Context: an optimization exercise on an open-source flow, tuned for small area, a short achievable clock period and few clock cycles per item. The choices shown serve that exercise and are no tape-out recipe. Only simulation tests tie the RTL to the original design; equivalence was not proved. Power and IR drop assume default switching activity.

## flow/design.v (module list and top-level ports; edited modules follow where they fit)
// module iopc_mul: 746 lines
// module iopc_ctrl: 72 lines
// module int64_power_overflow_checked: 256 lines
module int64_power_overflow_checked (
   input  logic        clock,
   input  logic        reset,
   input  logic        req_valid,
   output logic        req_stall,
   input  logic [63:0] req_base,
   input  logic [63:0] req_exponent,
   output logic        rsp_valid,
   input  logic        rsp_stall,
   output logic [63:0] rsp_power,
   output logic        rsp_overflow
);
  // ...
==> flow/run.sh <==
#!/bin/bash
# synth_recipe.tcl (not shown) runs the flow's synth.tcl, then flattens the netlist and writes it again
# the make line also repeats each setting of config.mk as NAME=value (left out here)
make -C /OpenROAD-flow-scripts/flow DESIGN_CONFIG=/design/flow/config.mk WORK_HOME=/design/flow/orfs CLKGATE_MAP_FILE= SYNTH_SCRIPT=/design/flow/synth_recipe.tcl finish
==> flow/config.mk <==
export PLATFORM = sky130hd
export DESIGN_NAME = int64_power_overflow_checked
export DESIGN_NICKNAME = int64_power_overflow_checked
export VERILOG_FILES = /design/flow/design.v
export SDC_FILE = /design/flow/constraint.sdc
export NUM_CORES = 4
export LEC_CHECK = 0
export CAP_MARGIN = 20
export CORE_MARGIN = 2
export CORE_UTILIZATION = 40
export SETUP_SLACK_MARGIN = 5
export SLEW_MARGIN = 20
==> flow/constraint.sdc <==
create_clock -name core_clock -period 10.0 [get_ports {clock}]
set_input_delay 2.0000 -clock core_clock [delete_from_list [all_inputs] [get_ports {clock}]]
set_output_delay 2.0000 -clock core_clock [all_outputs]
set_load 0.01 [all_outputs]
==> flow_summary.json, run 1 <==
{
  "largest_cell_class": "multi-input combinational cells",
  "synth_largest_area_cell": "edfxtp_1",
  "whs_ns": 0.499,
  "multi_input_cells": 2603,
  "top_regs": "s_ff: 66 flops, cv_ff: 65 flops",
  "ys_seq_area_frac": 0.351,
  "synth_compound_area_frac": 0.108,
  "ir_worst_vdd_mv": 0.136,
  "nNetsFinal": 4348,
  "maxSlewViolCount": 0,
  "via_per_inst": 5.75,
  "cts_root_buf": "clkbuf_16",
  "cap_violations": 0,
  "synth_common_cells": "nor2_1 (490), edfxtp_1 (408), inv_1 (346)",
  "critPathSlowestCell": "fa_1",
  "crit_start": "idx_ff[1]",
  "grt_busiest_layer": "met2",
  "place_ws_ns": 3.93,
  "power_frac_clock": 0.203,
  "n_all_buffers": 278,
  "tightest_slew_ns": 1.10,
  "holdPathStages": 0,
  "dpl_cell_area_um2": 39200,
  "synth_cell_types": 85,
  "combPwrFrac": 0.510,
  "grt_max_degree": 87,
  "hp-start": "r_ff[0]",
  "hold_end": "m_ff[0]",
  "synthToLayoutAreaGrowth_pct": 16.4,
  "startpoint_type": "flop",
  "final.setup_skew_ns": 0.0394,
  "cp_top_family": "adder cells",
  "io_buffers": 198,
  "core-area_um2": 89700,
  "multi_input_area_share": 0.520,
  "die_h_um": 304,
  "antenna-diode-count": 4,
  "crit_chain": "buf_4 -> a222oi_1 -> nand3_1 -> a221oi_4 -> buf_4 -> buf_12 -> nor2_1 -> fa_1 -> fa_1 -> inv_1 -> fa_1 -> inv_1 -> fa_1 -> fa_1",
  "first_pass_iters": 8,
  "synth_area_um2": 36100,
  "outcome": "timing/DRC/antenna clean",
  "max_freq_mhz": 202,
  "finalSetupTns_ns": 0,
  "pg_comb_uw": 4920
}
Testbench counts, summed over its fixed seeds: cycles 12,850, items 8,000.
==> inputs of run 2 (changes only) <==
--- a/flow/config.mk
+++ b/flow/config.mk
@@ -8,5 +8,5 @@
 export CAP_MARGIN = 20
 export CORE_MARGIN = 2
-export CORE_UTILIZATION = 40
+export CORE_UTILIZATION = 50
 export SETUP_SLACK_MARGIN = 5
 export SLEW_MARGIN = 20
==> flow_summary.json, run 2 <==
{
  "outcome": "timing/DRC/antenna clean",
  "synth-edff-count": 408,
  "rsz0062_at_grt": "yes",
  "final_cells": 4720,
  "relSlewSlack": 0.289,
  "clk_pin_slew_ns": 0.06,
  "synth_common_cells": "nor2_1 (490), edfxtp_1 (408), inv_1 (346)",
  "max_freq_mhz": 195,
  "synthToLayoutAreaGrowth_pct": 16.2,
  "via_per_inst": 6.12,
  "endpoint_kind": "flop",
  "dp_cells": 4557,
  "power_uw": 9530,
  "first_pass_iters": 8,
  "drcViolationCount": 0,
  "final.setup_skew_ns": 0.0267,
  "grt_pass1_wl_um": 185000,
  "crit_required_ns": 10.35,
  "cts_root_buf": "clkbuf_16",
  "grt_max_degree": 90,
  "clk_path_buf_depth": 3,
  "nNetsFinal": 4366,
  "fin_crit_ns": 5.13,
  "die_w_um": 273,
  "antenna_found_initial": 4,
  "syn_inst": 3585,
  "synth.most_common_cell": "nor2_1",
  "finalSetupViolCount": 0,
  "synth_top_area_share": 0.339,
  "critPathCapture": "s_ff[31]",
  "finalCritPeriodShare": 0.513,
  "ys_warn_count": 6,
  "r2r_end": "s_ff[31]",
  "grt_pass1_vias": 29100,
  "ys_seq_area_frac": 0.351,
  "clock_latency_ns": 0.63,
  "cp_common_cell": "fa_1",
  "core-area_um2": 71500,
  "ant_nets": 0,
  "path_class": "flop to flop",
  "grt_usage": 0.336,
  "min_path_type": "flop to flop",
  "async_reset_ff_frac": 0,
  "rows": 98,
  "wl_per_cell_um": 27.3,
  "hpwl_um": 93900,
  "synth_nets": 4223,
  "via_count": 28900,
  "pwr_density_cell_nw_per_um2": 227,
  "crit_path_max_incr_delay_ns": 0.55,
  "ir_worst_vdd_mv": 0.169,
  "die_h_um": 273,
  "crit_chain": "buf_6 -> a222oi_1 -> nand3_1 -> a221oi_4 -> buf_6 -> buf_12 -> buf_4 -> nor2_1 -> fa_1 -> fa_1 -> inv_1 -> fa_1 -> inv_1 -> fa_2 -> fa_1",
  "cp.arrival_ns": 5.48,
  "drtIter0Drc": 3137,
  "pin_count": 199,
  "gr-total-overflow": 0,
  "synth_area_leaders": "edfxtp_1 (34%), fa_1 (18%), ha_1 (6.1%)",
  "top_regs": "s_ff: 66 flops, cv_ff: 65 flops",
  "fin_area_um2": 41900,
  "cts_buffers": 49,
  "largest_register_ffs": 66,
  "drive_gt1_frac": 0.108,
  "cts_tree": "yes",
  "startpoint_type": "flop",
  "htree_num_levels": 2,
  "start_util": 0.505,
  "synth_largest_area_cell": "edfxtp_1",
  "rrSetupSlack_ns": 4.87,
  "tightest_slew_ns": 1.06,
  "dpl_cell_area_um2": 39000,
  "worstPathMaxFanout": 8,
  "maxSlewViolCount": 0,
  "final_common_cell": "nor2_1",
  "io_buffers": 198,
  "synth_seq_cells": 429,
  "finalSetupTns_ns": 0,
  "cts_sinks": 429,
  "ys.flop_type": "edfxtp_1",
  "hold_violations": 0,
  "synth_area_um2": 36100,
  "layout_common_cells": "nor2_1 (481), edfxtp_1 (408), inv_1 (343)",
  "p_leak_uw": 0.0184,
  "cap_violations": 0,
  "synth_cell_types": 85,
  "largest-register": "s_ff",
  "critPathSlowestCell": "fa_1",
  "r2r_start": "idx_ff[1]",
  "avgSynthCellArea_um2": 10.1,
  "wirelength_um": 129000,
  "crit_start": "idx_ff[1]",
  "ff2ff_path_depth": 15,
  "globalplace.congestion": 0.970,
  "die_area_um2": 74400
}
## run 2: cell counts after synthesis
Identical to the previous run, type by type.
## run 2: through the flow
step | setup slack [ns] | hold WS [ns] | utilization
3_5_place_dp | 3.73 | 0.486 | 0.545
5_1_grt | 4.88 | 0.530 | 0.587
6_report | 4.87 | 0.505 | 0.587
3_3_place_gp | 3.79 | 0.471 | 0.545
2_1_floorplan | 4.66 | 0.444 | -
4_1_cts | 4.89 | 0.503 | 0.574
## run 2: layout make-up
type | instances | area, um2
clock buffer | 62 | 1290
antenna | 1 | 2.50
sequential | 429 | 12700
inverter | 348 | 1310
clock inverter | 30 | 317
multi-input combinational | 2602 | 22000
tap | 950 | 1190
timing repair buffer | 298 | 3170
fill | 6150 | 29600
## run 2: worst min-delay path by stage
stage	start	end	cells after the start
floorplan	r_ff[10]	m_ff[10]	0
global placement	cm_ff	cm_ff	2
detailed placement	cm_ff	cm_ff	2
CTS	cm_ff	cm_ff	2
global route	r_ff[0]	m_ff[0]	0
finish	cm_ff	cm_ff	2
## run 2: report_power, final
part           internal, uW  switching (uW)  leakage [uW]
Combinational          2000            2940        0.0132
Clock                  1030             800      0.000790
Sequential             2480             273       0.00433
Total                  5510            4020        0.0184
## run 2: critical path, delay by kind of cell, from the launching register on
family / cells / cell delay (ns)
AOI/OAI and AO/OA: 2 / 0.81
DFF: 1 / 0.40
buffers and inverters: 6 / 0.74
adders and majority gates: 5 / 2.55
and+or+nand+nor: 2 / 0.34
## run 2: cells by family after synthesis
| kind of cell | synth area share |
|---|---|
| AO/OA/AOI/OAI | 0.108 |
| XOR/XNOR | 0.0548 |
| adder cells (fa/ha/maj) | 0.244 |
| buffers and inverters | 0.0585 |
| flip-flops | 0.351 |
| multiplexers | 0.0353 |
| AND/OR/NAND/NOR | 0.148 |
## run 2: timing repair
item | 4_1_cts | 5_1_grt
hold buffers | 0 | 0
endpoints found under the setup margin | 187 | 139
pin swaps | 24 | 92
gates cloned | 4 | 10
gates resized for setup | 90 | 113
setup buffers | 19 | 37
## run 2: routing by layer
| metal | wire (um) | up-vias | global-route usage |
|---|---|---|---|
| li1 | - | 12600 | - |
| met1 | 52500 | 14500 | 0.458 |
| met2 | 59900 | 1525 | 0.545 |
| met3 | 11500 | 294 | 0.0550 |
| met4 | 4950 | 2 | 0.118 |
| met5 | 13 | - | 0 |

## port drivers added, routing unchanged
The flow's constraints put no driver on any port. The routed layouts listed below were extracted and timed again, unchanged, in two steps. Step 1 (the two cells are an assumption about what drives the block):
set clk [get_ports {clock}]
set_driving_cell -lib_cell sky130_fd_sc_hd__clkbuf_16 $clk
set_driving_cell -lib_cell sky130_fd_sc_hd__buf_2 [delete_from_list [all_inputs] $clk]
Step 2, shift: input delay + t, output delay - t, t = (earliest + latest rising clock arrival at the registers) / 2. This alone moves slack from input paths to output paths. Slacks: no drivers / after step 1 / after step 2; pairs: no drivers / after step 1.
| run | t (ns) | slack for setup (ns) | worst setup path at the end | cell pins on the clock port's net |
|---|---|---|---|---|
| run 1 | 0.681 | 5.043 / 5.043 / 4.445 | input to register | 1 |
| run 2 | 0.684 | 4.869 / 4.869 / 4.392 | input to register | 1 |
After both steps setup and hold are still met in every run listed. The setup slack of run 1, which loses most, moves by 0.000 ns with the drivers and by -0.598 ns with both steps.
